Background: an optimization exercise with open tools, aiming at small area and a short achievable clock period. Do not read the settings as production practice.
In this exercise RTL edits were held to simulation tests only and were not proved equivalent to the original.

## flow/design.v (module list and top-level ports; edited modules follow where they fit)
// module nn_mac_engine: 1278 lines
// module nn_fa: 10 lines
// module nn_ha: 9 lines
// module nn_hac: 9 lines
// module nn_fa1: 9 lines
// module nn_gate: 9 lines
// module nn_hcc: 9 lines
// module nn_hct: 9 lines
// module nn_gaten: 9 lines
// module nn_invw: 8 lines
// module nn_ppa: 7 lines
// module nn_ppo: 7 lines
module nn_mac_engine #(
  parameter int unsigned DW      = 8,
  parameter int unsigned N_LANES = 4,
  parameter int unsigned ACC_W   = 24,
  parameter int unsigned LEN_W   = 8,
  parameter int unsigned SH_W    = 5
) (
  input  logic                    clk,
  input  logic                    rst,
  input  logic                    start,
  input  logic [LEN_W-1:0]        len,
  input  logic [SH_W-1:0]         shift,
  input  logic                    relu_en,
  input  logic [N_LANES*DW-1:0]   in_a,
  input  logic [N_LANES*DW-1:0]   in_b,
  input  logic                    in_valid,
  output logic                    in_ready,
  output logic [DW-1:0]           out_data,
  output logic                    out_valid,
  input  logic                    out_ready,
  output logic                    busy,
  output logic                    done
);
  // ...
==> flow/flow/run.sh <==
#!/bin/bash
# Layout flow: the standard layout (standard.sh, unchanged synthesis), except that the
# buffers ORFS puts on the ports are the smallest plain buffer, buf_1, instead of the default
# delay-style buffer; the resizer may still size them up where timing needs it.
set -euo pipefail
bash standard.sh BUFFER_PORTS_ARGS="-buffer_cell sky130_fd_sc_hd__buf_1" finish > standard.log 2>&1
==> flow/standard.sh <==
#!/bin/bash
# synth_recipe.tcl (not shown) runs the flow's synth.tcl, then flattens the netlist and writes it again
# the make line also repeats each setting of config.mk as NAME=value (left out here)
make -C /OpenROAD-flow-scripts/flow DESIGN_CONFIG=/design/flow/config.mk WORK_HOME=/design/flow/orfs CLKGATE_MAP_FILE= SYNTH_SCRIPT=/design/flow/synth_recipe.tcl "${@:-finish}"
==> flow/config.mk <==
export PLATFORM = sky130hd
export DESIGN_NAME = nn_mac_engine
export DESIGN_NICKNAME = nn_mac_engine
export VERILOG_FILES = /design/flow/design.v
export SDC_FILE = /design/flow/constraint.sdc
export NUM_CORES = 4
export LEC_CHECK = 0
export ABC_CLOCK_PERIOD_IN_PS = 4000
export CAP_MARGIN = 20
export CORE_MARGIN = 2
export CORE_UTILIZATION = 40
export CTS_BUF_LIST = sky130_fd_sc_hd__clkbuf_8 sky130_fd_sc_hd__clkbuf_16
export PLACE_DENSITY = 0.6
export SETUP_SLACK_MARGIN = 3.5
export SLEW_MARGIN = 20
export SYNTH_HIERARCHICAL = 1
==> flow/constraint.sdc <==
create_clock -name core_clock -period 7.5 [get_ports {clk}]
set_input_delay 1.5000 -clock core_clock [delete_from_list [all_inputs] [get_ports {clk}]]
set_output_delay 1.5000 -clock core_clock [all_outputs]
set_load 0.01 [all_outputs]
==> notes.md, run 1 <==
Longest Clk Path Bufs 2; Well Taps 384; Non-clk invs 93; Via Count 8,503; reg2reg start q40$_DFF_P_; status finished clean; R2R cell count 13; cts bufs inserted 9; hold depth 2; WL met3 1.43 mm; grt met3 use 2.30%; highest cell delay on the worst timing path 0.49 ns; initial antenna violation count 0; Plain + repair buffers 112; r2r setup slk 3.57 ns; Post-Synth Simple-Gate Area 15.5%; post-synth top area share 41.1%; largest net degree at the start of global routing 30; dpl ws 3.11 ns; Synthesized Nets 1,491; top_reg_cell synth dfxtp_1; commonest non-fill, non-tap cell in the layout nor2_1; post-detailed-route count of antenna-violating nets 0; Final Cell Area 12,900 µm²; gr busiest metal met2; Synth Area in Compound Gates 8.81%; Worst Path Buf+Inv 2; RD Place Congestion 0.958; CP dominant cell by count fa_1; Final Critical Period 3.96 ns; count of pins over their slew limit 0
==> run 2: changes to the inputs <==
--- a/flow/design.v
+++ b/flow/design.v
@@ -88,3 +88,3 @@
   wire pp_0_0_7;
-  nn_ppo u_pp_0_0_7 (.an(a_n[0]), .bn(b_n[7]), .y(pp_0_0_7));
+  nn_ppn u_pp_0_0_7 (.a(in_a[0]), .b(in_b[7]), .y(pp_0_0_7));
   wire pp_0_1_0;
@@ -104,3 +104,3 @@
   wire pp_0_1_7;
-  nn_ppo u_pp_0_1_7 (.an(a_n[1]), .bn(b_n[7]), .y(pp_0_1_7));
+  nn_ppn u_pp_0_1_7 (.a(in_a[1]), .b(in_b[7]), .y(pp_0_1_7));
   wire pp_0_2_0;
@@ -120,3 +120,3 @@
   wire pp_0_2_7;
-  nn_ppo u_pp_0_2_7 (.an(a_n[2]), .bn(b_n[7]), .y(pp_0_2_7));
+  nn_ppn u_pp_0_2_7 (.a(in_a[2]), .b(in_b[7]), .y(pp_0_2_7));
   wire pp_0_3_0;
@@ -136,3 +136,3 @@
   wire pp_0_3_7;
-  nn_ppo u_pp_0_3_7 (.an(a_n[3]), .bn(b_n[7]), .y(pp_0_3_7));
+  nn_ppn u_pp_0_3_7 (.a(in_a[3]), .b(in_b[7]), .y(pp_0_3_7));
   wire pp_0_4_0;
@@ -152,3 +152,3 @@
   wire pp_0_4_7;
-  nn_ppo u_pp_0_4_7 (.an(a_n[4]), .bn(b_n[7]), .y(pp_0_4_7));
+  nn_ppn u_pp_0_4_7 (.a(in_a[4]), .b(in_b[7]), .y(pp_0_4_7));
   wire pp_0_5_0;
@@ -168,3 +168,3 @@
   wire pp_0_5_7;
-  nn_ppo u_pp_0_5_7 (.an(a_n[5]), .bn(b_n[7]), .y(pp_0_5_7));
+  nn_ppn u_pp_0_5_7 (.a(in_a[5]), .b(in_b[7]), .y(pp_0_5_7));
   wire pp_0_6_0;
@@ -184,17 +184,17 @@
   wire pp_0_6_7;
-  nn_ppo u_pp_0_6_7 (.an(a_n[6]), .bn(b_n[7]), .y(pp_0_6_7));
+  nn_ppn u_pp_0_6_7 (.a(in_a[6]), .b(in_b[7]), .y(pp_0_6_7));
   wire pp_0_7_0;
-  nn_ppo u_pp_0_7_0 (.an(a_n[7]), .bn(b_n[0]), .y(pp_0_7_0));
+  nn_ppn u_pp_0_7_0 (.a(in_a[7]), .b(in_b[0]), .y(pp_0_7_0));
   wire pp_0_7_1;
-  nn_ppo u_pp_0_7_1 (.an(a_n[7]), .bn(b_n[1]), .y(pp_0_7_1));
+  nn_ppn u_pp_0_7_1 (.a(in_a[7]), .b(in_b[1]), .y(pp_0_7_1));
   wire pp_0_7_2;
-  nn_ppo u_pp_0_7_2 (.an(a_n[7]), .bn(b_n[2]), .y(pp_0_7_2));
+  nn_ppn u_pp_0_7_2 (.a(in_a[7]), .b(in_b[2]), .y(pp_0_7_2));
   wire pp_0_7_3;
-  nn_ppo u_pp_0_7_3 (.an(a_n[7]), .bn(b_n[3]), .y(pp_0_7_3));
+  nn_ppn u_pp_0_7_3 (.a(in_a[7]), .b(in_b[3]), .y(pp_0_7_3));
   wire pp_0_7_4;
-  nn_ppo u_pp_0_7_4 (.an(a_n[7]), .bn(b_n[4]), .y(pp_0_7_4));
+  nn_ppn u_pp_0_7_4 (.a(in_a[7]), .b(in_b[4]), .y(pp_0_7_4));
   wire pp_0_7_5;
-  nn_ppo u_pp_0_7_5 (.an(a_n[7]), .bn(b_n[5]), .y(pp_0_7_5));
+  nn_ppn u_pp_0_7_5 (.a(in_a[7]), .b(in_b[5]), .y(pp_0_7_5));
   wire pp_0_7_6;
-  nn_ppo u_pp_0_7_6 (.an(a_n[7]), .bn(b_n[6]), .y(pp_0_7_6));
+  nn_ppn u_pp_0_7_6 (.a(in_a[7]), .b(in_b[6]), .y(pp_0_7_6));
   wire pp_0_7_7;
@@ -216,3 +216,3 @@
   wire pp_1_0_7;
-  nn_ppo u_pp_1_0_7 (.an(a_n[8]), .bn(b_n[15]), .y(pp_1_0_7));
+  nn_ppn u_pp_1_0_7 (.a(in_a[8]), .b(in_b[15]), .y(pp_1_0_7));
   wire pp_1_1_0;
@@ -232,3 +232,3 @@
   wire pp_1_1_7;
-  nn_ppo u_pp_1_1_7 (.an(a_n[9]), .bn(b_n[15]), .y(pp_1_1_7));
+  nn_ppn u_pp_1_1_7 (.a(in_a[9]), .b(in_b[15]), .y(pp_1_1_7));
   wire pp_1_2_0;
@@ -248,3 +248,3 @@
   wire pp_1_2_7;
-  nn_ppo u_pp_1_2_7 (.an(a_n[10]), .bn(b_n[15]), .y(pp_1_2_7));
+  nn_ppn u_pp_1_2_7 (.a(in_a[10]), .b(in_b[15]), .y(pp_1_2_7));
   wire pp_1_3_0;
@@ -264,3 +264,3 @@
   wire pp_1_3_7;
-  nn_ppo u_pp_1_3_7 (.an(a_n[11]), .bn(b_n[15]), .y(pp_1_3_7));
+  nn_ppn u_pp_1_3_7 (.a(in_a[11]), .b(in_b[15]), .y(pp_1_3_7));
   wire pp_1_4_0;
@@ -280,3 +280,3 @@
   wire pp_1_4_7;
-  nn_ppo u_pp_1_4_7 (.an(a_n[12]), .bn(b_n[15]), .y(pp_1_4_7));
+  nn_ppn u_pp_1_4_7 (.a(in_a[12]), .b(in_b[15]), .y(pp_1_4_7));
   wire pp_1_5_0;
@@ -296,3 +296,3 @@
   wire pp_1_5_7;
-  nn_ppo u_pp_1_5_7 (.an(a_n[13]), .bn(b_n[15]), .y(pp_1_5_7));
+  nn_ppn u_pp_1_5_7 (.a(in_a[13]), .b(in_b[15]), .y(pp_1_5_7));
   wire pp_1_6_0;
@@ -312,17 +312,17 @@
   wire pp_1_6_7;
-  nn_ppo u_pp_1_6_7 (.an(a_n[14]), .bn(b_n[15]), .y(pp_1_6_7));
+  nn_ppn u_pp_1_6_7 (.a(in_a[14]), .b(in_b[15]), .y(pp_1_6_7));
   wire pp_1_7_0;
-  nn_ppo u_pp_1_7_0 (.an(a_n[15]), .bn(b_n[8]), .y(pp_1_7_0));
+  nn_ppn u_pp_1_7_0 (.a(in_a[15]), .b(in_b[8]), .y(pp_1_7_0));
   wire pp_1_7_1;
-  nn_ppo u_pp_1_7_1 (.an(a_n[15]), .bn(b_n[9]), .y(pp_1_7_1));
+  nn_ppn u_pp_1_7_1 (.a(in_a[15]), .b(in_b[9]), .y(pp_1_7_1));
   wire pp_1_7_2;
-  nn_ppo u_pp_1_7_2 (.an(a_n[15]), .bn(b_n[10]), .y(pp_1_7_2));
+  nn_ppn u_pp_1_7_2 (.a(in_a[15]), .b(in_b[10]), .y(pp_1_7_2));
   wire pp_1_7_3;
-  nn_ppo u_pp_1_7_3 (.an(a_n[15]), .bn(b_n[11]), .y(pp_1_7_3));
+  nn_ppn u_pp_1_7_3 (.a(in_a[15]), .b(in_b[11]), .y(pp_1_7_3));
   wire pp_1_7_4;
-  nn_ppo u_pp_1_7_4 (.an(a_n[15]), .bn(b_n[12]), .y(pp_1_7_4));
+  nn_ppn u_pp_1_7_4 (.a(in_a[15]), .b(in_b[12]), .y(pp_1_7_4));
   wire pp_1_7_5;
-  nn_ppo u_pp_1_7_5 (.an(a_n[15]), .bn(b_n[13]), .y(pp_1_7_5));
+  nn_ppn u_pp_1_7_5 (.a(in_a[15]), .b(in_b[13]), .y(pp_1_7_5));
   wire pp_1_7_6;
-  nn_ppo u_pp_1_7_6 (.an(a_n[15]), .bn(b_n[14]), .y(pp_1_7_6));
+  nn_ppn u_pp_1_7_6 (.a(in_a[15]), .b(in_b[14]), .y(pp_1_7_6));
   wire pp_1_7_7;
@@ -344,3 +344,3 @@
   wire pp_2_0_7;
-  nn_ppo u_pp_2_0_7 (.an(a_n[16]), .bn(b_n[23]), .y(pp_2_0_7));
+  nn_ppn u_pp_2_0_7 (.a(in_a[16]), .b(in_b[23]), .y(pp_2_0_7));
   wire pp_2_1_0;
@@ -360,3 +360,3 @@
   wire pp_2_1_7;
-  nn_ppo u_pp_2_1_7 (.an(a_n[17]), .bn(b_n[23]), .y(pp_2_1_7));
+  nn_ppn u_pp_2_1_7 (.a(in_a[17]), .b(in_b[23]), .y(pp_2_1_7));
   wire pp_2_2_0;
@@ -376,3 +376,3 @@
   wire pp_2_2_7;
-  nn_ppo u_pp_2_2_7 (.an(a_n[18]), .bn(b_n[23]), .y(pp_2_2_7));
+  nn_ppn u_pp_2_2_7 (.a(in_a[18]), .b(in_b[23]), .y(pp_2_2_7));
   wire pp_2_3_0;
@@ -392,3 +392,3 @@
   wire pp_2_3_7;
-  nn_ppo u_pp_2_3_7 (.an(a_n[19]), .bn(b_n[23]), .y(pp_2_3_7));
+  nn_ppn u_pp_2_3_7 (.a(in_a[19]), .b(in_b[23]), .y(pp_2_3_7));
   wire pp_2_4_0;
@@ -408,3 +408,3 @@
   wire pp_2_4_7;
-  nn_ppo u_pp_2_4_7 (.an(a_n[20]), .bn(b_n[23]), .y(pp_2_4_7));
+  nn_ppn u_pp_2_4_7 (.a(in_a[20]), .b(in_b[23]), .y(pp_2_4_7));
   wire pp_2_5_0;
@@ -424,3 +424,3 @@
   wire pp_2_5_7;
-  nn_ppo u_pp_2_5_7 (.an(a_n[21]), .bn(b_n[23]), .y(pp_2_5_7));
+  nn_ppn u_pp_2_5_7 (.a(in_a[21]), .b(in_b[23]), .y(pp_2_5_7));
   wire pp_2_6_0;
@@ -440,17 +440,17 @@
   wire pp_2_6_7;
-  nn_ppo u_pp_2_6_7 (.an(a_n[22]), .bn(b_n[23]), .y(pp_2_6_7));
+  nn_ppn u_pp_2_6_7 (.a(in_a[22]), .b(in_b[23]), .y(pp_2_6_7));
   wire pp_2_7_0;
-  nn_ppo u_pp_2_7_0 (.an(a_n[23]), .bn(b_n[16]), .y(pp_2_7_0));
+  nn_ppn u_pp_2_7_0 (.a(in_a[23]), .b(in_b[16]), .y(pp_2_7_0));
   wire pp_2_7_1;
-  nn_ppo u_pp_2_7_1 (.an(a_n[23]), .bn(b_n[17]), .y(pp_2_7_1));
+  nn_ppn u_pp_2_7_1 (.a(in_a[23]), .b(in_b[17]), .y(pp_2_7_1));
   wire pp_2_7_2;
-  nn_ppo u_pp_2_7_2 (.an(a_n[23]), .bn(b_n[18]), .y(pp_2_7_2));
+  nn_ppn u_pp_2_7_2 (.a(in_a[23]), .b(in_b[18]), .y(pp_2_7_2));
   wire pp_2_7_3;
-  nn_ppo u_pp_2_7_3 (.an(a_n[23]), .bn(b_n[19]), .y(pp_2_7_3));
+  nn_ppn u_pp_2_7_3 (.a(in_a[23]), .b(in_b[19]), .y(pp_2_7_3));
   wire pp_2_7_4;
-  nn_ppo u_pp_2_7_4 (.an(a_n[23]), .bn(b_n[20]), .y(pp_2_7_4));
+  nn_ppn u_pp_2_7_4 (.a(in_a[23]), .b(in_b[20]), .y(pp_2_7_4));
   wire pp_2_7_5;
-  nn_ppo u_pp_2_7_5 (.an(a_n[23]), .bn(b_n[21]), .y(pp_2_7_5));
+  nn_ppn u_pp_2_7_5 (.a(in_a[23]), .b(in_b[21]), .y(pp_2_7_5));
   wire pp_2_7_6;
-  nn_ppo u_pp_2_7_6 (.an(a_n[23]), .bn(b_n[22]), .y(pp_2_7_6));
+  nn_ppn u_pp_2_7_6 (.a(in_a[23]), .b(in_b[22]), .y(pp_2_7_6));
   wire pp_2_7_7;
@@ -472,3 +472,3 @@
   wire pp_3_0_7;
-  nn_ppo u_pp_3_0_7 (.an(a_n[24]), .bn(b_n[31]), .y(pp_3_0_7));
+  nn_ppn u_pp_3_0_7 (.a(in_a[24]), .b(in_b[31]), .y(pp_3_0_7));
   wire pp_3_1_0;
@@ -488,3 +488,3 @@
   wire pp_3_1_7;
-  nn_ppo u_pp_3_1_7 (.an(a_n[25]), .bn(b_n[31]), .y(pp_3_1_7));
+  nn_ppn u_pp_3_1_7 (.a(in_a[25]), .b(in_b[31]), .y(pp_3_1_7));
   wire pp_3_2_0;
@@ -504,3 +504,3 @@
   wire pp_3_2_7;
-  nn_ppo u_pp_3_2_7 (.an(a_n[26]), .bn(b_n[31]), .y(pp_3_2_7));
+  nn_ppn u_pp_3_2_7 (.a(in_a[26]), .b(in_b[31]), .y(pp_3_2_7));
   wire pp_3_3_0;
@@ -520,3 +520,3 @@
   wire pp_3_3_7;
-  nn_ppo u_pp_3_3_7 (.an(a_n[27]), .bn(b_n[31]), .y(pp_3_3_7));
+  nn_ppn u_pp_3_3_7 (.a(in_a[27]), .b(in_b[31]), .y(pp_3_3_7));
   wire pp_3_4_0;
@@ -536,3 +536,3 @@
   wire pp_3_4_7;
-  nn_ppo u_pp_3_4_7 (.an(a_n[28]), .bn(b_n[31]), .y(pp_3_4_7));
+  nn_ppn u_pp_3_4_7 (.a(in_a[28]), .b(in_b[31]), .y(pp_3_4_7));
   wire pp_3_5_0;
@@ -552,3 +552,3 @@
   wire pp_3_5_7;
-  nn_ppo u_pp_3_5_7 (.an(a_n[29]), .bn(b_n[31]), .y(pp_3_5_7));
+  nn_ppn u_pp_3_5_7 (.a(in_a[29]), .b(in_b[31]), .y(pp_3_5_7));
   wire pp_3_6_0;
@@ -568,17 +568,17 @@
   wire pp_3_6_7;
-  nn_ppo u_pp_3_6_7 (.an(a_n[30]), .bn(b_n[31]), .y(pp_3_6_7));
+  nn_ppn u_pp_3_6_7 (.a(in_a[30]), .b(in_b[31]), .y(pp_3_6_7));
   wire pp_3_7_0;
-  nn_ppo u_pp_3_7_0 (.an(a_n[31]), .bn(b_n[24]), .y(pp_3_7_0));
+  nn_ppn u_pp_3_7_0 (.a(in_a[31]), .b(in_b[24]), .y(pp_3_7_0));
   wire pp_3_7_1;
-  nn_ppo u_pp_3_7_1 (.an(a_n[31]), .bn(b_n[25]), .y(pp_3_7_1));
+  nn_ppn u_pp_3_7_1 (.a(in_a[31]), .b(in_b[25]), .y(pp_3_7_1));
   wire pp_3_7_2;
-  nn_ppo u_pp_3_7_2 (.an(a_n[31]), .bn(b_n[26]), .y(pp_3_7_2));
+  nn_ppn u_pp_3_7_2 (.a(in_a[31]), .b(in_b[26]), .y(pp_3_7_2));
   wire pp_3_7_3;
-  nn_ppo u_pp_3_7_3 (.an(a_n[31]), .bn(b_n[27]), .y(pp_3_7_3));
+  nn_ppn u_pp_3_7_3 (.a(in_a[31]), .b(in_b[27]), .y(pp_3_7_3));
   wire pp_3_7_4;
-  nn_ppo u_pp_3_7_4 (.an(a_n[31]), .bn(b_n[28]), .y(pp_3_7_4));
+  nn_ppn u_pp_3_7_4 (.a(in_a[31]), .b(in_b[28]), .y(pp_3_7_4));
   wire pp_3_7_5;
-  nn_ppo u_pp_3_7_5 (.an(a_n[31]), .bn(b_n[29]), .y(pp_3_7_5));
+  nn_ppn u_pp_3_7_5 (.a(in_a[31]), .b(in_b[29]), .y(pp_3_7_5));
   wire pp_3_7_6;
-  nn_ppo u_pp_3_7_6 (.an(a_n[31]), .bn(b_n[30]), .y(pp_3_7_6));
+  nn_ppn u_pp_3_7_6 (.a(in_a[31]), .b(in_b[30]), .y(pp_3_7_6));
   wire pp_3_7_7;
@@ -1373 +1373,8 @@
 endmodule
+module nn_ppn (
+  input  logic a,
+  input  logic b,
+  output logic y
+);
+  assign y = ~(a & b);
+endmodule
--- a/flow/config.mk
+++ b/flow/config.mk
@@ -11,5 +11,4 @@
 export CORE_UTILIZATION = 40
-export CTS_BUF_LIST = sky130_fd_sc_hd__clkbuf_8 sky130_fd_sc_hd__clkbuf_16
 export PLACE_DENSITY = 0.6
-export SETUP_SLACK_MARGIN = 3.5
+export SETUP_SLACK_MARGIN = 3.6
 export SLEW_MARGIN = 20
==> notes.md, run 2 <==
Yosys Warn Count 7; 1st-iter DRT viols 663; NumNets Final 1,602; P&R area growth vs syn 14.0%; DR vias/cell 5.27; startpoint types flop; width of the die 173 µm; Die Y 173 µm; fraction of layout cells with a size suffix above 1 14.4%; synthesized area 11,400 µm²; Syn Inst Count 1,125; post-detailed-route count of antenna-violating nets 0 (unchanged); commonest non-fill, non-tap cell in the layout nor2_1; Total Wirelength 29.3 mm; Top Ports 95; count of pins over their slew limit 0 (unchanged); worst-path fanout max 8; clock latency on the worst-skew pair 0.35 ns; Regs by FF count acc: 25 flops, cnt: 8 flops, sh: 5 flops; largest net degree at the start of global routing 30 (unchanged); GRT Util Overall 20.0%; DIE AREA 30,000 µm²; Yosys top cell by area fa_1; CTS tree built; EDFF count, synth 14; Fin. Hold Viols 0; period utilisation layout 52.2%; hold_buf cts 0; status finished clean; H-tree depth 3; cell with the most instances after synthesis nor2_1; RSZ-0062 raised after global routing true; CTS root buf clkbuf_16; Worst Path Required 7.77 ns; number of global-route vias before repair 8,827; WL per Instance 18.1 µm; Synth area leaders fa_1 (42%), dfxtp_1 (16%), nor2_1 (8.1%); hold depth 2 (unchanged); Worst setup EP type flop; RD Place Congestion 0.909 (-5.2%); Least-Margin Pin Slew 0.838 ns; setup_tns 0 ns; initial antenna violation count 0 (unchanged); Port Buf Inserts 94; residual DRC count 0; max cap viols 0; Core Rows 61; Core ar. 28,000 µm²; hold slack 0.539 ns; top_reg_cell synth dfxtp_1; final setup vio count 0; Filler cells 2,673; most frequent cells in the layout nor2_1 (230), fa_1 (222), nand2_1 (102), dfxtp_1 (88), buf_1 (80); Final Critical Period 3.92 ns (-0.0393 ns); antenna cells 0; Worst-path clk slew 0.07 ns; R2R cell count 13 (unchanged); CP Class flop to flop; post-synth top area share 41.6% (+0.50 points); Reg with most FFs acc; cts bufs inserted 9 (unchanged); register area share after synthesis 19.9%; Clock Sinks 106; first-pass GRT wire length 46.9 mm; Mean Syn Cell Area 10.2 µm²; grt ovf 0; Initial Util 40.9%; #FFs+latches synth 106; dpl hpwl 24.7 mm; Min-Delay Path Class flop to flop; relative slew slack 44.1%; Commonest cells post-synth nor2_1 (247), fa_1 (238), nand2_1 (104); Synthesized Nets 1,491 (unchanged); worst path arrival time 4.19 ns; Pre-Repair DR Iteration Count 7; clock skew 0.0125 ns; Via Count 8,526 (+0.27%); Distinct cells, synth 73; Fmax achieved 255 MHz; Longest Clk Path Bufs 2 (unchanged); ys async rst share 2.83%; max reg flops 25
run 2: logic make-up after synthesis:
logic type	synth area share, %
flops	19.9
xor+xnor	1.61
simple gates	14.5
fa+ha+maj	46.6
compound gates	8.92
buf+inv	4.22
mux	4.28
run 2: final cells by class:
cell class              instances  area [µm²]  share of cell area [%]
clock buffers                  12         248                    1.90
clock inverters                 4        48.8                   0.374
inverters                      93         377                    2.89
multi-input cells             903        8990                    68.9
flip-flops and latches        106        2280                    17.5
well taps                     378         473                    3.62
repair buffers                123         637                    4.88
run 2: critical path, stage by stage (launching register included):
cell and delay (ns):
dfxtp_2 0.32, fa_2 0.39, fa_2 0.34, fa_1 0.50, fa_2 0.46, ha_4 0.30
ha_4 0.22, a21oi_2 0.15, nand2_2 0.08, a21o_1 0.21, a41o_1 0.22, a211oi_2 0.26
mux2_4 0.33, o31ai_2 0.05
run 2: stage by stage:
stage,utilization (%),setup WS (ns),instance area (µm²),cells
floorplan,-,3.55,11500,1125
global placement,43.6,3.20,12200,1576
detailed placement,43.6,3.14,12200,1576
CTS,45.7,3.60,12800,1612
global route,46.6,3.47,13000,1619
finish,46.6,3.58,13000,1619
run 2: final timing paths:
| path | from | slack [ns] | endpoint |
|---|---|---|---|
| min in group asynchronous | rst | 0.94 | busy$_DFF_PN0_ |
| min | acc[2]$_SDFFE_PN0P_ | 0.54 | acc[2]$_SDFFE_PN0P_ |
| min reg2reg | acc[2]$_SDFFE_PN0P_ | 0.54 | acc[2]$_SDFFE_PN0P_ |
| max | q38$_DFF_P_ | 3.58 | acc[22]$_SDFFE_PN0P_ |
| max in group asynchronous | rst | 6.41 | in_ready$_DFFE_PN0P_ |
| max reg2reg | q38$_DFF_P_ | 3.58 | acc[22]$_SDFFE_PN0P_ |
run 2: what timing repair did:
action	CTS	global route
endpoints found under the setup margin	20	30
resized for setup	26	90
pin swaps	7	22
hold endpoints to repair	0	0
buffers inserted	20	7
gates cloned	0	0
run 2: per-module statistics from Yosys, one instance, submodules excluded, a selection:
module	area, µm²	times used	flops+latches	cells
nn_fa	20.0	237	0	1
nn_ppa	3.75	200	0	1
nn_ppn	3.75	56	0	1
nn_mac_engine	5240	1	106	541
nn_fa1	27.5	2	0	5
nn_ha	12.5	17	0	1
run 2: layer usage:
layer	wire length, µm	up-vias	global-route usage [%]
met2	14200	298	32.3
li1	-	3899	-
met3	1600	33	3.36
met4	460	0	4.24
met5	0	-	0
met1	13000	4296	28.4
==> run 3: changes to the inputs <==
--- a/flow/config.mk
+++ b/flow/config.mk
@@ -12,3 +12,3 @@
 export PLACE_DENSITY = 0.6
-export SETUP_SLACK_MARGIN = 3.6
+export SETUP_SLACK_MARGIN = 3.4
 export SLEW_MARGIN = 20
==> notes.md, run 3 <==
Distinct cells, synth 73 (unchanged); dpl hpwl 25.0 mm (+1.5%); setup_tns 0 ns (unchanged); cts bufs inserted 9 (unchanged); EDFF count, synth 14 (unchanged); WL per Instance 18.5 µm (+2.6%); DIE AREA 30,000 µm² (unchanged); final setup vio count 0 (unchanged); Synth area leaders fa_1 (42%), dfxtp_1 (16%), nor2_1 (8.1%); NumNets Final 1,586 (-1.0%); count of pins over their slew limit 0 (unchanged); P&R area growth vs syn 10.6%; post-synth top area share 41.6% (unchanged); Reg with most FFs acc; residual DRC count 0 (unchanged); Min-Delay Path Class flop to flop; Core ar. 28,000 µm² (unchanged); mux share of post-synthesis cell area 4.28% (unchanged); 1st-iter DRT viols 613 (-7.5%); Initial Util 40.9% (unchanged); Final Critical Period 4.01 ns (+0.0914 ns); Filler cells 2,716 (+1.6%); GRT Util Overall 20.3% (+0.32 points); largest family of logic cells by synthesized area adder cells; Via Count 8,510 (-0.19%); status finished clean; grt ovf 0 (unchanged); RD Place Congestion 0.949 (+4.4%); Total Wirelength 29.7 mm (+1.5%); Yosys top cell by area fa_1; Pre-Repair DR Iteration Count 8 (+1); max reg flops 25 (unchanged); largest net degree at the start of global routing 30 (unchanged); period utilisation layout 53.5% (+1.2 points); worst-path fanout max 7 (-1); Fin. Hold Viols 0 (unchanged); Core Rows 61 (unchanged); Worst-path clk slew 0.09 ns (+0.02 ns); post-detailed-route count of antenna-violating nets 0 (unchanged); Post-Synth Simple-Gate Area 14.5% (unchanged); r2r setup slk 3.49 ns (-0.09 ns); clock skew 0.0219 ns (+0.00944 ns); DR vias/cell 5.31 (+0.81%); most frequent cells in the layout nor2_1 (247), fa_1 (236), nand2_1 (104), buf_1 (94), inv_1 (90); Synth Area in XOR/XNOR 1.61% (unchanged); register area share after synthesis 19.9% (unchanged); CTS tree built; Regs by FF count acc: 25 flops, cnt: 8 flops, sh: 5 flops; Worst Path Required 7.80 ns (+0.03 ns); Die Y 173 µm (unchanged); top_reg_cell synth dfxtp_1; width of the die 173 µm (unchanged); fraction of layout cells with a size suffix above 1 6.20% (-8.2 points); Synth Area in Adders 46.6% (unchanged); cell with the most instances after synthesis nor2_1; Syn Inst Count 1,125 (unchanged); Fmax achieved 249 MHz (-2.3%); Commonest cells post-synth nor2_1 (247), fa_1 (238), nand2_1 (104); relative slew slack 38.3% (-5.9 points); startpoint types flop; Top Ports 95 (unchanged); Clock Sinks 106 (unchanged); Yosys Warn Count 7 (unchanged); Mean Syn Cell Area 10.2 µm² (unchanged); antenna cells 0 (unchanged); Synth Area in Compound Gates 8.92% (unchanged); clock latency on the worst-skew pair 0.37 ns (+0.02 ns); synthesized area 11,400 µm² (unchanged); #FFs+latches synth 106 (unchanged); worst path arrival time 4.31 ns (+0.12 ns); ys async rst share 2.83% (unchanged); H-tree depth 3 (unchanged); initial antenna violation count 0 (unchanged); commonest non-fill, non-tap cell in the layout nor2_1; max cap viols 0 (unchanged); Least-Margin Pin Slew 0.925 ns (+0.0872 ns); Port Buf Inserts 94 (unchanged); hold slack 0.546 ns (+0.00666 ns); CP Class flop to flop; Worst setup EP type flop; RSZ-0062 raised after global routing true; first-pass GRT wire length 47.6 mm (+1.4%); Synthesized Nets 1,491 (unchanged); number of global-route vias before repair 8,909 (+0.93%); CTS root buf clkbuf_16; Longest Clk Path Bufs 2 (unchanged)
run 3: cell counts after synthesis:
Identical to the previous run, type by type.
run 3: metal layers:
| metal | vias up | global-route usage, % | routed length (µm) |
|---|---|---|---|
| met2 | 314 | 33.0 | 14200 |
| met1 | 4291 | 28.6 | 13200 |
| met3 | 40 | 3.01 | 1590 |
| met5 | - | 0 | 0 |
| met4 | 0 | 5.08 | 663 |
| li1 | 3865 | - | - |
run 3: final cells by class:
| cell class | instances | area, µm² | share of cell area (%) |
|---|---|---|---|
| tap | 378 | 473 | 3.73 |
| multi-input combinational | 903 | 8790 | 69.4 |
| clock inverter | 7 | 71.3 | 0.563 |
| sequential | 106 | 2280 | 18.0 |
| timing repair buffer | 107 | 475 | 3.75 |
| inverter | 93 | 350 | 2.77 |
| clock buffer | 9 | 225 | 1.78 |
run 3: cells by family (layout without fill, tap and decap cells):
kind of cell	count (synthesis)	in the layout
multiplexers	36	36
buffers and inverters	116	216
AO/OA/AOI/OAI	156	156
AND/OR/NAND/NOR	406	406
XOR/XNOR	21	21
flip-flops	106	106
adder cells (fa/ha/maj)	284	284
run 3: per-module statistics from Yosys, one instance, submodules excluded, excerpt:
module / flip-flops and latches / cells / cell area, µm² / copies in the design
nn_ha: 0 / 1 / 12.5 / 17
nn_ppa: 0 / 1 / 3.75 / 200
nn_fa1: 0 / 5 / 27.5 / 2
nn_ppn: 0 / 1 / 3.75 / 56
nn_fa: 0 / 1 / 20.0 / 237
nn_mac_engine: 106 / 541 / 5240 / 1
run 3: final timing paths:
check,from,to,cells after the start
setup reg to reg,q38$_DFF_P_,acc[24]$_SDFFE_PN0P_,12
min in group asynchronous,rst,in_ready$_DFFE_PN0P_,1
hold / removal,acc[2]$_SDFFE_PN0P_,acc[2]$_SDFFE_PN0P_,2
hold reg to reg,acc[2]$_SDFFE_PN0P_,acc[2]$_SDFFE_PN0P_,2
max in group asynchronous,rst,out_valid$_DFFE_PN0P_,1
setup / recovery,q38$_DFF_P_,acc[24]$_SDFFE_PN0P_,12
run 3: repair_timing:
item | in CTS | in global routing
setup buffers | 10 | 2
setup endpoints to repair | 11 | 12
pin swaps | 0 | 10
gates resized for setup | 6 | 15
hold buffers | 0 | 0
gates cloned | 0 | 0
run 3: per-stage QoR:
stage / area, µm² / worst slack, ns / cells / utilization [%]
3_3_place_gp: 12100 / 3.20 / 1575 / 43.4
5_1_grt: 12700 / 3.32 / 1603 / 45.2
3_5_place_dp: 12100 / 3.16 / 1575 / 43.4
2_1_floorplan: 11400 / 3.48 / 1125 / -
4_1_cts: 12600 / 3.40 / 1601 / 44.8
6_report: 12700 / 3.49 / 1603 / 45.2
run 3: worst max-delay path, stage by stage (launching register included):
cell     delay [ns]
dfxtp_1        0.33
fa_2           0.57
fa_1           0.43
fa_1           0.44
ha_1           0.19
ha_1           0.28
ha_2           0.40
and3_2         0.22
nand4_1        0.19
o22ai_4        0.28
o21a_1         0.19
mux2i_1        0.23
mux2i_1        0.21
==> run 4: changes to the inputs <==
--- a/flow/config.mk
+++ b/flow/config.mk
@@ -12,3 +12,3 @@
 export PLACE_DENSITY = 0.6
-export SETUP_SLACK_MARGIN = 3.4
+export SETUP_SLACK_MARGIN = 3.5
 export SLEW_MARGIN = 20
==> notes.md, run 4 <==
status finished clean; ys async rst share 2.83% (unchanged); Worst Path Required 7.80 ns (about the same); H-tree depth 3 (unchanged); Pre-Repair DR Iteration Count 5 (-3); Yosys Warn Count 7 (unchanged); register area share after synthesis 19.9% (unchanged); Reg with most FFs acc; Longest Clk Path Bufs 2 (unchanged); Via Count 8,546 (+0.42%); EDFF count, synth 14 (unchanged); Synth area leaders fa_1 (42%), dfxtp_1 (16%), nor2_1 (8.1%); #FFs+latches synth 106 (unchanged); final setup vio count 0 (unchanged); Core ar. 28,000 µm² (unchanged); Total Wirelength 30.1 mm (+1.5%); CTS root buf clkbuf_16; initial antenna violation count 0 (unchanged); Port Buf Inserts 94 (unchanged); cell with the most instances after synthesis nor2_1; Synthesized Nets 1,491 (unchanged); post-synth top area share 41.6% (unchanged); DR vias/cell 5.29 (-0.26%); most frequent cells in the layout nor2_1 (244), fa_1 (229), nand2_1 (103), buf_1 (92), dfxtp_1 (88); dpl hpwl 25.3 mm (+1.2%); CP dominant cell by count fa_2; Mean Syn Cell Area 10.2 µm² (unchanged); width of the die 173 µm (unchanged); Commonest cells post-synth nor2_1 (247), fa_1 (238), nand2_1 (104); worst path arrival time 4.23 ns (-0.08 ns); fraction of layout cells with a size suffix above 1 9.63% (+3.4 points); Distinct cells, synth 73 (unchanged); RD Place Congestion 0.947 (-0.19%); relative slew slack 39.6% (+1.4 points); CP Class flop to flop; Min-Delay Path Class flop to flop; Syn Inst Count 1,125 (unchanged); cts bufs inserted 9 (unchanged); CTS tree built; largest net degree at the start of global routing 30 (unchanged); Final Critical Period 3.93 ns (-0.0756 ns); count of pins over their slew limit 0 (unchanged); Yosys top cell by area fa_1; Initial Util 40.9% (unchanged); Fmax achieved 254 MHz (+1.9%); Regs by FF count acc: 25 flops, cnt: 8 flops, sh: 5 flops; critical-path cell list fa_2 -> fa_2 -> fa_1 -> fa_2 -> ha_4 -> ha_4 -> and3_2 -> nand4_1 -> o22ai_2 -> o21a_1 -> mux2i_1 -> mux2i_1; antenna cells 0 (unchanged); CP max-delay cell fa_2; startpoint types flop; clock latency on the worst-skew pair 0.36 ns (about the same); commonest non-fill, non-tap cell in the layout nor2_1; WL per Instance 18.7 µm (+0.79%); P&R area growth vs syn 12.1%; highest cell delay on the worst timing path 0.58 ns (about the same); GRT Util Overall 20.7% (+0.38 points); max cap viols 0 (unchanged); Filler cells 2,733 (+0.63%); Die Y 173 µm (unchanged); Worst-path clk slew 0.08 ns (about the same); max reg flops 25 (unchanged); RSZ-0062 raised after global routing true; post-detailed-route count of antenna-violating nets 0 (unchanged); first-pass GRT wire length 48.4 mm (+1.7%); Top Ports 95 (unchanged); setup_tns 0 ns (unchanged); grt ovf 0 (unchanged); number of global-route vias before repair 9,106 (+2.2%); Clock Sinks 106 (unchanged); NumNets Final 1,597 (+0.69%); period utilisation layout 52.5% (-1.0 points); residual DRC count 0 (unchanged); clock skew 0.0115 ns (-0.0104 ns); Worst setup EP type flop; DIE AREA 30,000 µm² (unchanged); Least-Margin Pin Slew 0.904 ns (-0.0209 ns); worst-path fanout max 7 (unchanged); Core Rows 61 (unchanged); synthesized area 11,400 µm² (unchanged); top_reg_cell synth dfxtp_1; Fin. Hold Viols 0 (unchanged); 1st-iter DRT viols 736 (+20%)
[run 4: cell counts after synthesis]
Identical to the previous run, type by type.
[run 4: cell type report]
cell class	instances	area, µm²	area share, %
Clock inverter	7	53.8	0.419
Tap cell	378	473	3.69
Inverter	93	362	2.82
Timing Repair Buffer	118	564	4.40
Clock buffer	9	225	1.75
Sequential cell	106	2280	17.8
Multi-Input combinational cell	903	8880	69.2
[run 4: cell families after synthesis]
| family | Yosys count | synth area share (%) |
|---|---|---|
| simple gates | 406 | 14.5 |
| xor+xnor | 21 | 1.61 |
| buf+inv | 116 | 4.22 |
| flops | 106 | 19.9 |
| compound gates | 156 | 8.92 |
| fa+ha+maj | 284 | 46.6 |
| mux | 36 | 4.28 |
[run 4: stage by stage]
stage	utilization, %	setup slack, ns	std cells	hold WS, ns	cell area, µm²
floorplan	-	3.50	1125	0.475	11500
global route	45.8	3.42	1614	0.551	12800
CTS	45.3	3.50	1607	0.544	12700
global placement	43.4	3.17	1575	0.525	12200
detailed placement	43.4	3.12	1575	0.530	12200
finish	45.8	3.57	1614	0.537	12800
[run 4: Yosys stat by module, one instance, submodules excluded, a selection]
module,area [µm²],times used
nn_mac_engine,5240,1
nn_fa1,27.5,2
nn_fa,20.0,237
nn_ha,12.5,17
nn_ppa,3.75,200
nn_ppn,3.75,56
[run 4: routing by layer]
layer / wire (µm) / GRT usage [%] / up-vias / share of wire, %
li1: - / - / 3878 / -
met1: 13100 / 29.7 / 4304 / 43
met2: 14500 / 33.1 / 327 / 48
met3: 1990 / 3.12 / 37 / 6.6
met4: 536 / 4.66 / 0 / 1.8
met5: 0 / 0 / - / 0
[run 4: final timing paths]
kind / from / to / slack, ns / cells after the start
min in group asynchronous: rst / out_valid$_DFFE_PN0P_ / 0.92 / 1
hold reg to reg: acc[2]$_SDFFE_PN0P_ / acc[2]$_SDFFE_PN0P_ / 0.54 / 2
setup reg to reg: q38$_DFF_P_ / acc[24]$_SDFFE_PN0P_ / 3.57 / 12
hold / removal: acc[2]$_SDFFE_PN0P_ / acc[2]$_SDFFE_PN0P_ / 0.54 / 2
setup / recovery: q38$_DFF_P_ / acc[24]$_SDFFE_PN0P_ / 3.57 / 12
max in group asynchronous: rst / in_ready$_DFFE_PN0P_ / 6.43 / 1
[run 4: worst max-delay path, delay by kind of cell (launching register included)]
family                     cells  cell delay (ns)
adders and majority gates      6             2.28
AOI/OAI and AO/OA              2             0.48
muxes                          2             0.43
and+or+nand+nor                2             0.37
DFF                            1             0.32
[run 4: what timing repair did]
item                                   4_1_cts  5_1_grt
hold buffers                                 0        0
setup endpoints to repair                   16       22
setup buffers                               16        7
gates resized for setup                     18       36
endpoints found under the hold margin        0        0
pin swaps                                    4       14
==> run 5: changes to the inputs <==
--- a/flow/config.mk
+++ b/flow/config.mk
@@ -8,3 +8,3 @@
 export ABC_CLOCK_PERIOD_IN_PS = 4000
-export CAP_MARGIN = 20
+export CAP_MARGIN = 5
 export CORE_MARGIN = 2
@@ -13,3 +13,3 @@
 export SETUP_SLACK_MARGIN = 3.5
-export SLEW_MARGIN = 20
+export SLEW_MARGIN = 5
 export SYNTH_HIERARCHICAL = 1
==> notes.md, run 5 <==
dpl hpwl 25.3 mm (unchanged); max reg flops 25 (unchanged); final core occ 45.8% (unchanged); Least-Margin Pin Slew 0.904 ns (unchanged); Final Cell Area 12,800 µm² (unchanged); Synthesized Nets 1,491 (unchanged); H-tree depth 3 (unchanged); Final Critical Period 3.93 ns (unchanged); status finished clean; WL per Instance 18.7 µm (unchanged); first-pass GRT wire length 48.4 mm (unchanged); register area share after synthesis 19.9% (unchanged); Worst-path clk slew 0.08 ns (about the same); Initial Util 40.9% (unchanged); cell with the most instances after synthesis nor2_1; final setup vio count 0 (unchanged); Hold Startpoint acc[2]$_SDFFE_PN0P_; Distinct cells, synth 73 (unchanged); Regs by FF count acc: 25 flops, cnt: 8 flops, sh: 5 flops; R2R cell count 12 (unchanged); DIE AREA 30,000 µm² (unchanged); CP Class flop to flop; cts bufs inserted 9 (unchanged); Via Count 8,546 (unchanged); CTS tree built; CTS root buf clkbuf_16; commonest non-fill, non-tap cell in the layout nor2_1; Worst Path Required 7.80 ns (about the same); fin cells 1,614 (unchanged); Port Buf Inserts 94 (unchanged); initial antenna violation count 0 (unchanged); fraction of layout cells with a size suffix above 1 9.63% (unchanged); Filler cells 2,733 (unchanged); top_reg_cell synth dfxtp_1; grt ovf 0 (unchanged); most frequent cells in the layout nor2_1 (244), fa_1 (229), nand2_1 (103), buf_1 (92), dfxtp_1 (88); largest net degree at the start of global routing 30 (unchanged); P&R area growth vs syn 12.1% (unchanged); Total Wirelength 30.1 mm (unchanged); Synth area leaders fa_1 (42%), dfxtp_1 (16%), nor2_1 (8.1%); Top Ports 95 (unchanged); Pre-Repair DR Iteration Count 5 (unchanged); DR vias/cell 5.29 (unchanged); hold depth 2 (unchanged); Worst setup EP type flop; Core Rows 61 (unchanged); Min-Delay Path Class flop to flop; Clock Sinks 106 (unchanged); RR Endpoint acc[24]$_SDFFE_PN0P_; relative slew slack 39.6% (unchanged); critical-path cell list fa_2 -> fa_2 -> fa_1 -> fa_2 -> ha_4 -> ha_4 -> and3_2 -> nand4_1 -> o22ai_2 -> o21a_1 -> mux2i_1 -> mux2i_1; startpoint types flop; worst-path fanout max 7 (unchanged); hold slack 0.537 ns (unchanged); Placed Cells 1,575 (unchanged); Fmax achieved 254 MHz (unchanged); Core ar. 28,000 µm² (unchanged); Syn Inst Count 1,125 (unchanged); dpl cell area 12,200 µm² (unchanged); NumNets Final 1,597 (unchanged); RSZ-0062 raised after global routing true; GRT Util Overall 20.7% (unchanged); Longest Clk Path Bufs 2 (unchanged); Commonest cells post-synth nor2_1 (247), fa_1 (238), nand2_1 (104); Fin. Hold Viols 0 (unchanged); worst path arrival time 4.23 ns (about the same); 1st-iter DRT viols 736 (unchanged); setup_tns 0 ns (unchanged); Mean Syn Cell Area 10.2 µm² (unchanged); max cap viols 0 (unchanged); post-detailed-route count of antenna-violating nets 0 (unchanged); width of the die 173 µm (unchanged); Yosys Warn Count 7 (unchanged); clock latency on the worst-skew pair 0.36 ns (about the same); ys async rst share 2.83% (unchanged); number of global-route vias before repair 9,106 (unchanged); clock skew 0.0115 ns (unchanged); Reg with most FFs acc; CP delay by family, top adder cells; count of pins over their slew limit 0 (unchanged); residual DRC count 0 (unchanged); synthesized area 11,400 µm² (unchanged); EDFF count, synth 14 (unchanged); #FFs+latches synth 106 (unchanged); period utilisation layout 52.5% (unchanged); reg2reg start q38$_DFF_P_; post-synth top area share 41.6% (unchanged); CP max-delay cell fa_2; r2r setup slk 3.57 ns (about the same); Yosys top cell by area fa_1; Die Y 173 µm (unchanged); Worst Path Buf+Inv 0 (unchanged); RD Place Congestion 0.947 (unchanged); CP dominant cell by count fa_2; highest cell delay on the worst timing path 0.58 ns (about the same); antenna cells 0 (unchanged); hold_buf cts 0 (unchanged); hold endpoint acc[2]$_SDFFE_PN0P_
run 5: metrics by stage:
step	setup WS, ns
floorplan	3.50
global placement	3.17
detailed placement	3.12
CTS	3.50
global route	3.42
finish	3.57
run 5: per-layer routing:
layer / track usage [%] / vias to the layer above / part of all wire (%)
met5: 0 / - / 0
met3: 3.12 / 37 / 6.6
li1: - / 3878 / -
met4: 4.66 / 0 / 1.8
met1: 29.7 / 4304 / 43
met2: 33.1 / 327 / 48
run 5: per-module statistics from Yosys, one instance, submodules excluded, a selection:
module	cell area, µm²	times used	flip-flops and latches	cells inside
nn_mac_engine	5240	1	106	541
nn_fa1	27.5	2	0	5
nn_fa	20.0	237	0	1
nn_ha	12.5	17	0	1
nn_ppa	3.75	200	0	1
nn_ppn	3.75	56	0	1
run 5: cell type report:
type                       count  area (µm²)  area share (%)
multi-input combinational    903        8880            69.2
sequential                   106        2280            17.8
timing repair buffer         118         564            4.40
tap                          378         473            3.69
inverter                      93         362            2.82
clock buffer                   9         225            1.75
clock inverter                 7        53.8           0.419
run 5: cells by family (layout without fill, tap and decap cells):
kind of cell    Yosys count  in the layout  synth area share (%)
flops                   106            106                  19.9
simple gates            406            406                  14.5
fa+ha+maj               284            284                  46.6
mux                      36             36                  4.28
compound gates          156            156                  8.92
xor+xnor                 21             21                  1.61
buf+inv                 116            227                  4.22
run 5: worst max path at each step:
stage / start / slack (ns) / to / depth (start not counted)
after CTS: q18$_DFF_P_ / 3.50 / acc[24]$_SDFFE_PN0P_ / 12
after global routing: q38$_DFF_P_ / 3.42 / acc[24]$_SDFFE_PN0P_ / 12
final: q38$_DFF_P_ / 3.57 / acc[24]$_SDFFE_PN0P_ / 12
after global placement: in_a[3] / 3.17 / q17$_DFF_P_ / 8
after detailed placement: in_a[3] / 3.12 / q17$_DFF_P_ / 8
after floorplan: in_b[11] / 3.50 / q17$_DFF_P_ / 7
run 5: worst register-to-register path, delay by kind of cell, from the launching register on:
family          cells  cell delay (ns)
compound gates      2             0.48
simple gates        2             0.37
flops               1             0.32
fa+ha+maj           6             2.28
mux                 2             0.43
run 5: timing repair:
action                                  CTS  global route
endpoints found under the setup margin   16            22
gates resized for setup                  18            36
pin swaps                                 4            14
endpoints found under the hold margin     0             0
buffers inserted                         16             7
==> run 6: changes to the inputs <==
--- a/flow/config.mk
+++ b/flow/config.mk
@@ -8,3 +8,3 @@
 export ABC_CLOCK_PERIOD_IN_PS = 4000
-export CAP_MARGIN = 5
+export CAP_MARGIN = 10
 export CORE_MARGIN = 2
@@ -13,3 +13,3 @@
 export SETUP_SLACK_MARGIN = 3.5
-export SLEW_MARGIN = 5
+export SLEW_MARGIN = 10
 export SYNTH_HIERARCHICAL = 1
==> notes.md, run 6 <==
status finished clean; reg2reg start q38$_DFF_P_; Fmax achieved 254 MHz (unchanged); Top Ports 95 (unchanged); Final Critical Period 3.93 ns (unchanged); residual DRC count 0 (unchanged); 1st-iter DRT viols 736 (unchanged); Fin. Hold Viols 0 (unchanged); RD Place Congestion 0.947 (unchanged); critical-path cell list fa_2 -> fa_2 -> fa_1 -> fa_2 -> ha_4 -> ha_4 -> and3_2 -> nand4_1 -> o22ai_2 -> o21a_1 -> mux2i_1 -> mux2i_1; WL per Instance 18.7 µm (unchanged); Syn Inst Count 1,125 (unchanged); Yosys top cell by area fa_1; highest cell delay on the worst timing path 0.58 ns (about the same); Die Y 173 µm (unchanged); RSZ-0062 raised after global routing true; Longest Clk Path Bufs 2 (unchanged); register area share after synthesis 19.9% (unchanged); commonest non-fill, non-tap cell in the layout nor2_1; clock latency on the worst-skew pair 0.36 ns (about the same); hold depth 2 (unchanged); Min-Delay Path Class flop to flop; Hold Startpoint acc[2]$_SDFFE_PN0P_; width of the die 173 µm (unchanged); most frequent cells in the layout nor2_1 (244), fa_1 (229), nand2_1 (103), buf_1 (92), dfxtp_1 (88); antenna cells 0 (unchanged); post-synth top area share 41.6% (unchanged); Regs by FF count acc: 25 flops, cnt: 8 flops, sh: 5 flops; Worst setup EP type flop; CTS tree built; Core ar. 28,000 µm² (unchanged); CP dominant cell by count fa_2; P&R area growth vs syn 12.1% (unchanged); Clock Sinks 106 (unchanged); fraction of layout cells with a size suffix above 1 9.63% (unchanged); Yosys Warn Count 7 (unchanged); Commonest cells post-synth nor2_1 (247), fa_1 (238), nand2_1 (104); initial antenna violation count 0 (unchanged); Synth area leaders fa_1 (42%), dfxtp_1 (16%), nor2_1 (8.1%); Pre-Repair DR Iteration Count 5 (unchanged); Via Count 8,546 (unchanged); Core Rows 61 (unchanged); #FFs+latches synth 106 (unchanged); number of global-route vias before repair 9,106 (unchanged); Least-Margin Pin Slew 0.904 ns (unchanged); grt ovf 0 (unchanged); worst path arrival time 4.23 ns (about the same); DR vias/cell 5.29 (unchanged); max cap viols 0 (unchanged); max reg flops 25 (unchanged); count of pins over their slew limit 0 (unchanged); cts bufs inserted 9 (unchanged); R2R cell count 12 (unchanged); Initial Util 40.9% (unchanged); largest net degree at the start of global routing 30 (unchanged); Distinct cells, synth 73 (unchanged); Worst Path Required 7.80 ns (about the same); top_reg_cell synth dfxtp_1; first-pass GRT wire length 48.4 mm (unchanged); final core occ 45.8% (unchanged); ys async rst share 2.83% (unchanged); CTS root buf clkbuf_16; Port Buf Inserts 94 (unchanged); post-detailed-route count of antenna-violating nets 0 (unchanged); Total Wirelength 30.1 mm (unchanged); cell with the most instances after synthesis nor2_1; Worst Path Buf+Inv 0 (unchanged); EDFF count, synth 14 (unchanged); DIE AREA 30,000 µm² (unchanged); startpoint types flop; synthesized area 11,400 µm² (unchanged); crit path from q38$_DFF_P_; Synthesized Nets 1,491 (unchanged); Worst-path clk slew 0.08 ns (about the same); setup_tns 0 ns (unchanged); final setup vio count 0 (unchanged); H-tree depth 3 (unchanged); CP delay by family, top adder cells; relative slew slack 39.6% (unchanged); period utilisation layout 52.5% (unchanged); Reg with most FFs acc; clock skew 0.0115 ns (unchanged); GRT Util Overall 20.7% (unchanged); dpl hpwl 25.3 mm (unchanged); worst-path fanout max 7 (unchanged); Critical Path Stages 12 (unchanged); CP max-delay cell fa_2; CP Class flop to flop; NumNets Final 1,597 (unchanged); Mean Syn Cell Area 10.2 µm² (unchanged)
-- run 6: cell counts after synthesis --
No cell type changed its count.
-- run 6: metal layers --
layer,GRT usage (%),wire (µm)
met1,29.7,13100
met2,33.1,14500
met3,3.12,1990
met4,4.66,536
met5,0,0
-- run 6: cell type report --
| cell class | count | area [µm²] |
|---|---|---|
| tap | 378 | 473 |
| sequential | 106 | 2280 |
| inverter | 93 | 362 |
| timing repair buffer | 118 | 564 |
| clock inverter | 7 | 53.8 |
| fill | 2733 | 15200 |
| clock buffer | 9 | 225 |
| multi-input combinational | 903 | 8880 |
-- run 6: path summary, 6_finish.rpt --
kind                                          to  slack [ns]
hold reg to reg              acc[2]$_SDFFE_PN0P_        0.54
hold / removal               acc[2]$_SDFFE_PN0P_        0.54
max in group asynchronous   in_ready$_DFFE_PN0P_        6.43
min in group asynchronous  out_valid$_DFFE_PN0P_        0.92
setup reg to reg            acc[24]$_SDFFE_PN0P_        3.57
setup / recovery            acc[24]$_SDFFE_PN0P_        3.57
-- run 6: per-stage QoR --
stage	cells	worst slack (ns)	area, µm²	hold WS [ns]
floorplan	1125	3.50	11500	0.475
global route	1614	3.42	12800	0.551
CTS	1607	3.50	12700	0.544
detailed placement	1575	3.12	12200	0.530
global placement	1575	3.17	12200	0.525
finish	1614	3.57	12800	0.537
-- run 6: per-module statistics from Yosys, one instance, submodules excluded, excerpt --
module,times used,area [µm²],flops+latches,cells
nn_mac_engine,1,5240,106,541
nn_fa1,2,27.5,0,5
nn_fa,237,20.0,0,1
nn_ha,17,12.5,0,1
nn_ppa,200,3.75,0,1
nn_ppn,56,3.75,0,1
-- run 6: logic make-up (layout without fill, tap and decap cells) --
kind of cell             Yosys count  count (layout)  synth area share, %
AND/OR/NAND/NOR                  406             406                 14.5
adder cells (fa/ha/maj)          284             284                 46.6
AO/OA/AOI/OAI                    156             156                 8.92
buffers and inverters            116             227                 4.22
flip-flops                       106             106                 19.9
multiplexers                      36              36                 4.28
XOR/XNOR                          21              21                 1.61
-- run 6: what timing repair did --
action                                 CTS  global route
pin swaps                                4            14
hold buffers                             0             0
endpoints found under the hold margin    0             0
resized for setup                       18            36
buffers inserted                        16             7
setup endpoints to repair               16            22
-- run 6: worst register-to-register path, delay by kind of cell, from the launching register on --
| kind | cells | cell delay [ns] |
|---|---|---|
| flip-flops | 1 | 0.32 |
| AND/OR/NAND/NOR | 2 | 0.37 |
| AO/OA/AOI/OAI | 2 | 0.48 |
| adder cells (fa/ha/maj) | 6 | 2.28 |
| multiplexers | 2 | 0.43 |

what the ideal ports hide:
The results above use ideal ports. As a check the final layouts listed here were re-extracted and re-timed, cells and wires unchanged. Step 1 assumes that a clkbuf_16 drives the clock port and a buf_2 every other input. Step 2 times the ports against the registers' clock, not the clock port: input delays grow and output delays shrink by t, the midpoint of the rising clock arrivals with the driver on. Three values: ideal ports, drivers, drivers and shift; two values: the first two.
run | t (ns) | slack for setup (ns) | worst setup path at the end | worst data-port slew with drivers (ns) | cell pins on the clock port's net
run 1 | 0.400 | 3.542 / 3.564 / 3.164 | input to register | 0.05 | 1
run 2 | 0.388 | 3.582 / 3.580 / 3.254 | input to register | 0.04 | 1
run 3 | 0.402 | 3.490 / 3.490 / 3.155 | input to register | 0.04 | 1
run 4 | 0.396 | 3.566 / 3.566 / 3.199 | input to register | 0.04 | 1
run 5 | 0.396 | 3.566 / 3.566 / 3.199 | input to register | 0.04 | 1
run 6 | 0.396 | 3.566 / 3.566 / 3.199 | input to register | 0.04 | 1
After both steps setup and hold are still met in every run listed. The setup slack of run 1, which loses most, moves by +0.022 ns with the drivers and by -0.378 ns with both steps.
